Background: an optimization exercise with open tools, aiming at small area. Do not read the settings as production practice.
RTL that was checked went through simulation tests only; none was proved equivalent to the original.

==> flow/design.v <==
`timescale 1ns/1ns
module beam_tx (
    input  logic                          clk,
    input  logic                          rst,
    input  logic                          psel,
    input  logic                          penable,
    input  logic                          pwrite,
    input  logic [3:0]                    paddr,
    input  logic [31:0]                   pwdata,
    output logic [31:0]                   prdata,
    output logic                          pready,
    output logic                          pslverr,
    output logic [16-1:0]  tx_array,
    output logic                          scan_done
);
    function automatic logic [10:0] radd10(input logic [9:0] a, input logic [9:0] b, input logic ci);
        logic c;
        c = ci;
        for (int i = 0; i < 10; i++) begin
            radd10[i] = a[i] ^ b[i] ^ c;
            c = (a[i] & b[i]) | (c & (a[i] ^ b[i]));
        end
        radd10[10] = c;
    endfunction
    function automatic logic [12:0] rinc13(input logic [12:0] a);
        logic c;
        c = 1'b1;
        for (int i = 0; i < 13; i++) begin
            rinc13[i] = a[i] ^ c;
            c = c & a[i];
        end
    endfunction
    logic        access, wr_en;
    logic [7:0]  r_0;
    logic [7:0]  step;
    logic [12:0] num_points;
    logic        done_flag;
    logic        busy;
    assign access = psel && penable;
    assign wr_en  = access && pwrite;
    always_ff @(posedge clk) begin
        if (rst) begin
            r_0        <= '0;
            step       <= '0;
            num_points <= '0;
        end else if (wr_en) begin
            if (paddr == 4'h0) begin
                r_0  <= pwdata[7:0];
                step <= pwdata[15:8];
            end
            if (paddr == 4'h4) begin
                num_points <= pwdata[12:0];
            end
        end
    end
    assign pready  = 1'b1;
    assign pslverr = access && (paddr[1:0] != 2'b00);
    always_comb begin
        prdata = '0;
        if (access && !pwrite) begin
            case (paddr)
                4'h0:    prdata = {16'b0, step, r_0};
                4'h4: prdata = {19'b0, num_points};
                4'hC: prdata = {30'b0, done_flag, busy};
                default:          prdata = '0;
            endcase
        end
    end
    localparam logic [1:0] ST_IDLE = 2'd0;
    localparam logic [1:0] ST_WAIT = 2'd1;    
    localparam logic [1:0] ST_ARM  = 2'd2;    
    localparam logic [1:0] ST_ACT  = 2'd3;    
    logic [1:0]  state;
    logic [12:0] pts_n;       
    logic [4:0]  p;           
    logic [4:0]  lo;          
    logic [6:0]  acc;         
    logic [6:0]  wn;          
    logic [6:0]  w;
    logic        dir;         
    logic [3:0]  j;           
    logic [9:0]  v;           
    logic        idle;
    logic        wait_st;
    logic        pre;         
    logic        reload;
    logic        capture;
    assign idle      = (state == ST_IDLE);
    assign wait_st   = (state == ST_WAIT);
    assign pre       = wait_st && (p == 5'd4);
    assign capture   = wait_st && (p == 5'd5);
    assign reload    = wait_st && (p[3:0] == 4'hf);
    assign busy      = !idle && !pre;
    assign scan_done = idle && p[4];
    always_ff @(posedge clk) begin
        if (rst || pre) begin
            done_flag <= 1'b0;
        end else if (scan_done) begin
            done_flag <= 1'b1;
        end
    end
    logic [4:0]  q;
    logic [2:0]  r;
    logic        big;
    assign w   = ~wn;
    assign big = (w[6:5] != 2'd0) || (w[4] && (w[3:0] != 4'd0 || dir));
    always_comb begin
        q = 5'd0;
        r = 3'd0;
        if ({dir, w} == 8'd0) begin q = 5'd16; r = 3'd0; end
        if ({dir, w} == 8'd1) begin q = 5'd16; r = 3'd0; end
        if ({dir, w} == 8'd128) begin q = 5'd16; r = 3'd0; end
        if ({dir, w} == 8'd2) begin q = 5'd8; r = 3'd0; end
        if ({dir, w} == 8'd129) begin q = 5'd8; r = 3'd0; end
        if ({dir, w} == 8'd3) begin q = 5'd5; r = 3'd1; end
        if ({dir, w} == 8'd130) begin q = 5'd5; r = 3'd1; end
        if ({dir, w} == 8'd4) begin q = 5'd4; r = 3'd0; end
        if ({dir, w} == 8'd131) begin q = 5'd4; r = 3'd0; end
        if ({dir, w} == 8'd5) begin q = 5'd3; r = 3'd1; end
        if ({dir, w} == 8'd132) begin q = 5'd3; r = 3'd1; end
        if ({dir, w} == 8'd6) begin q = 5'd2; r = 3'd4; end
        if ({dir, w} == 8'd133) begin q = 5'd2; r = 3'd4; end
        if ({dir, w} == 8'd7) begin q = 5'd2; r = 3'd2; end
        if ({dir, w} == 8'd134) begin q = 5'd2; r = 3'd2; end
        if ({dir, w} == 8'd8) begin q = 5'd2; r = 3'd0; end
        if ({dir, w} == 8'd135) begin q = 5'd2; r = 3'd0; end
        if ({dir, w} == 8'd9) begin q = 5'd1; r = 3'd7; end
        if ({dir, w} == 8'd136) begin q = 5'd1; r = 3'd7; end
        if ({dir, w} == 8'd10) begin q = 5'd1; r = 3'd6; end
        if ({dir, w} == 8'd137) begin q = 5'd1; r = 3'd6; end
        if ({dir, w} == 8'd11) begin q = 5'd1; r = 3'd5; end
        if ({dir, w} == 8'd138) begin q = 5'd1; r = 3'd5; end
        if ({dir, w} == 8'd12) begin q = 5'd1; r = 3'd4; end
        if ({dir, w} == 8'd139) begin q = 5'd1; r = 3'd4; end
        if ({dir, w} == 8'd13) begin q = 5'd1; r = 3'd3; end
        if ({dir, w} == 8'd140) begin q = 5'd1; r = 3'd3; end
        if ({dir, w} == 8'd14) begin q = 5'd1; r = 3'd2; end
        if ({dir, w} == 8'd141) begin q = 5'd1; r = 3'd2; end
        if ({dir, w} == 8'd15) begin q = 5'd1; r = 3'd1; end
        if ({dir, w} == 8'd142) begin q = 5'd1; r = 3'd1; end
        if ({dir, w} == 8'd16) begin q = 5'd1; r = 3'd0; end
        if ({dir, w} == 8'd143) begin q = 5'd1; r = 3'd0; end
    end
    logic        lt;
    logic [10:0] t;
    logic [10:0] s;
    logic [6:0]  acc_next;
    logic [10:0] p_sum;
    assign t        = radd10({3'd0, acc}, {5'h1f, ~big, 1'b1, ~r}, 1'b1);
    assign lt       = !t[10];
    assign s        = radd10({3'd0, t[6:0]}, lt ? {3'd0, w} : 10'd0, lt && dir);
    assign acc_next = s[6:0];
    assign p_sum    = radd10({5'd0, p}, {5'd0, q[4:1] & {4{!wait_st}}, q[0] | wait_st}, lt && !wait_st);
    function automatic logic [15:0] therm(input logic [4:0] x);
        for (int k = 0; k < 16; k++) begin
            logic g;
            g = 1'b0;
            for (int b = 0; b < 4; b++) begin
                if (((k >> b) & 1) == 0) g = x[b] | g;
                else                     g = x[b] & g;
            end
            therm[k] = x[4] | g;
        end
    endfunction
    logic [15:0] fire;
    assign fire = therm(p) & ~therm(lo);
    always_comb begin
        for (int i = 0; i < 16; i++) begin
            tx_array[i] = dir ? fire[15-i] : fire[i];
        end
    end
    logic [10:0] v_dec;
    assign v_dec = radd10(v, {3'b111, wn}, !dir);    
    always_ff @(posedge clk) begin
        if (capture) begin
            dir <= step[7];
            wn  <= step[6:0] ^ {7{!step[7]}};
            j   <= (r_0[7:2] == 6'd0) ? {step[7], ~step[7], ~step[7], ~step[7]} : 4'd0;
            case (r_0[1:0])
                2'd0: v <= 10'd0;
                2'd1: v <= 10'd259;
                2'd2: v <= 10'd519;
                default: v <= 10'd779;
            endcase
        end else if (j != 4'd0 && v_dec[10]) begin
            v <= v_dec[9:0];
            j <= {j[3] & (j[2:0] != 3'd0), j[2] ^ (j[1:0] == 2'd0), j[1] ^ ~j[0], ~j[0]};
        end
    end
    always_ff @(posedge clk) begin
        if (rst || idle) begin
            p <= 5'd4;
        end else if (reload) begin
            p <= {1'b0, j};
        end else if (state == ST_ACT && p[4]) begin
            p <= 5'd27;
        end else begin
            p <= {p_sum[5] | p_sum[4], p_sum[3:0]};
        end
    end
    always_ff @(posedge clk) begin
        acc <= wait_st ? ((j == 4'd0) ? 7'd0 : v[6:0]) : acc_next;
    end
    always_ff @(posedge clk) begin
        lo[4]   <= rst || !state[1] || p[4];
        lo[3:0] <= p[3:0] & {4{state[0]}};    
    end
    always_ff @(posedge clk) begin
        if (pre) begin
            pts_n <= ~num_points;
        end else if (state == ST_ACT && p[4]) begin
            pts_n <= rinc13(pts_n);
        end
    end
    always_ff @(posedge clk) begin
        if (rst) begin
            state <= ST_IDLE;
        end else begin
            case (state)
                ST_IDLE: begin
                    if (wr_en && (paddr == 4'h8) && pwdata[0]) begin
                        state <= ST_WAIT;
                    end
                end
                ST_WAIT: begin
                    if (reload) begin
                        state <= ST_ARM;
                    end
                end
                ST_ARM: begin
                    state <= ST_ACT;
                end
                default: begin
                    if (p[4]) begin
                        state <= (pts_n[12:1] == 12'hfff) ? ST_IDLE : ST_WAIT;
                    end
                end
            endcase
        end
    end
endmodule
clock: 8.0 ns
lec_check: 0
cap_margin: 20
core_margin: 2
core_utilization: 40
slew_margin: 20
standard.sh (not shown) runs the stock make flow with config.mk's settings and CLKGATE_MAP_FILE= SYNTH_SCRIPT=/design/flow/synth_recipe.tcl, a recipe that flattens the netlist after the stock synthesis.
==> flow/flow/run.sh <==
#!/bin/bash
# Own layout flow: the standard flow (standard.sh) with changes that only
# affect buffer and tie cell choice:
#  - port buffers use the smallest buffer cell (buf_1) instead of the
#    default pick (clkdlybuf4s50_1);
#  - clock tree synthesis uses clkbuf_8 buffers and no dummy loads;
#  - SKIP_REPAIR_TIE_FANOUT=1 (1: one tie cell drives all constant outputs).
# make's full output goes to flow_make.log here; ORFS keeps each step's log
# under orfs/logs.
set -euo pipefail
bash standard.sh \
    "BUFFER_PORTS_ARGS=-buffer_cell sky130_fd_sc_hd__buf_1" \
    "CTS_ARGS=-sink_clustering_enable -repair_clock_nets -buf_list sky130_fd_sc_hd__clkbuf_8 -dont_use_dummy_load" \
    "SKIP_REPAIR_TIE_FANOUT=1" \
    finish > flow_make.log 2>&1
The starting point passed the timing, design-rule and antenna checks.
Rerun with:
--- a/flow/design.v
+++ b/flow/design.v
@@ -89,11 +89,11 @@
     assign wait_st   = (state == ST_WAIT);
     assign pre       = wait_st && (p == 5'd4);
     assign capture   = wait_st && (p == 5'd5);
     assign reload    = wait_st && (p[3:0] == 4'hf);
     assign busy      = !idle && !pre;
-    assign scan_done = idle && p[4];
+    assign scan_done = idle && (p == 5'd27);
     always_ff @(posedge clk) begin
         if (rst || pre) begin
             done_flag <= 1'b0;
         end else if (scan_done) begin
             done_flag <= 1'b1;
@@ -164,11 +164,11 @@
     endfunction
     logic [15:0] fire;
     assign fire = therm(p) & ~therm(lo);
     always_comb begin
         for (int i = 0; i < 16; i++) begin
-            tx_array[i] = dir ? fire[15-i] : fire[i];
+            tx_array[i] = (state == ST_ACT) && (dir ? fire[15-i] : fire[i]);
         end
     end
     logic [10:0] v_dec;
     assign v_dec = radd10(v, {3'b111, wn}, !dir);    
     always_ff @(posedge clk) begin
@@ -188,24 +188,20 @@
         end
     end
     always_ff @(posedge clk) begin
         if (rst || idle) begin
             p <= 5'd4;
-        end else if (reload) begin
-            p <= {1'b0, j};
+        end else if (wait_st) begin
+            p   <= reload ? {1'b0, j} : p_sum[4:0];
+            acc <= (j == 4'd0) ? 7'd0 : v[6:0];
         end else if (state == ST_ACT && p[4]) begin
             p <= 5'd27;
         end else begin
-            p <= {p_sum[5] | p_sum[4], p_sum[3:0]};
-        end
-    end
-    always_ff @(posedge clk) begin
-        acc <= wait_st ? ((j == 4'd0) ? 7'd0 : v[6:0]) : acc_next;
-    end
-    always_ff @(posedge clk) begin
-        lo[4]   <= rst || !state[1] || p[4];
-        lo[3:0] <= p[3:0] & {4{state[0]}};    
+            lo  <= (state == ST_ARM) ? 5'd0 : p;
+            p   <= (p_sum[4] | p_sum[5]) ? 5'd16 : p_sum[4:0];
+            acc <= acc_next;
+        end
     end
     always_ff @(posedge clk) begin
         if (pre) begin
             pts_n <= ~num_points;
         end else if (state == ST_ACT && p[4]) begin
After rerunning: Sequential cell count does not change. Wire length goes up by 4.5%. Fmax goes up by 4.0%. Final area goes up by 2.8%. Die area goes up by 3.5%. Worst setup slack improved by 0.24 ns. Non-clock buffer count goes down by 1. Synthesized area goes up by 3.6%.
The RTL of the first run of this note was laid out without a check of its function.

## what the ideal ports hide
Ports are ideal in the flow. The routed layouts listed here were re-timed in OpenROAD. Step 1 (the two cells are an assumption about what drives the block):
set clk [get_ports {clk}]
set_driving_cell -lib_cell sky130_fd_sc_hd__clkbuf_16 $clk
set_driving_cell -lib_cell sky130_fd_sc_hd__buf_2 [delete_from_list [all_inputs] $clk]
Step 2 times the ports against the registers' clock, not the clock port: input delays grow and output delays shrink by t, the midpoint of the rising clock arrivals with the driver on. Slacks: ideal / step 1 / step 2; pairs: ideal / step 1.
run | shift t [ns] | setup slack, ns | hold slack, ns | clock arrival spread, ns | worst register clock-pin slew, ns
the first run | 0.375 | 1.627 / 1.627 / 1.627 | 0.477 / 0.477 / 0.477 | 0.028 / 0.028 | 0.09 / 0.09
the second run | 0.377 | 1.870 / 1.870 / 1.870 | 0.480 / 0.480 / 0.480 | 0.029 / 0.029 | 0.09 / 0.09
After both steps setup and hold are still met in every run listed.
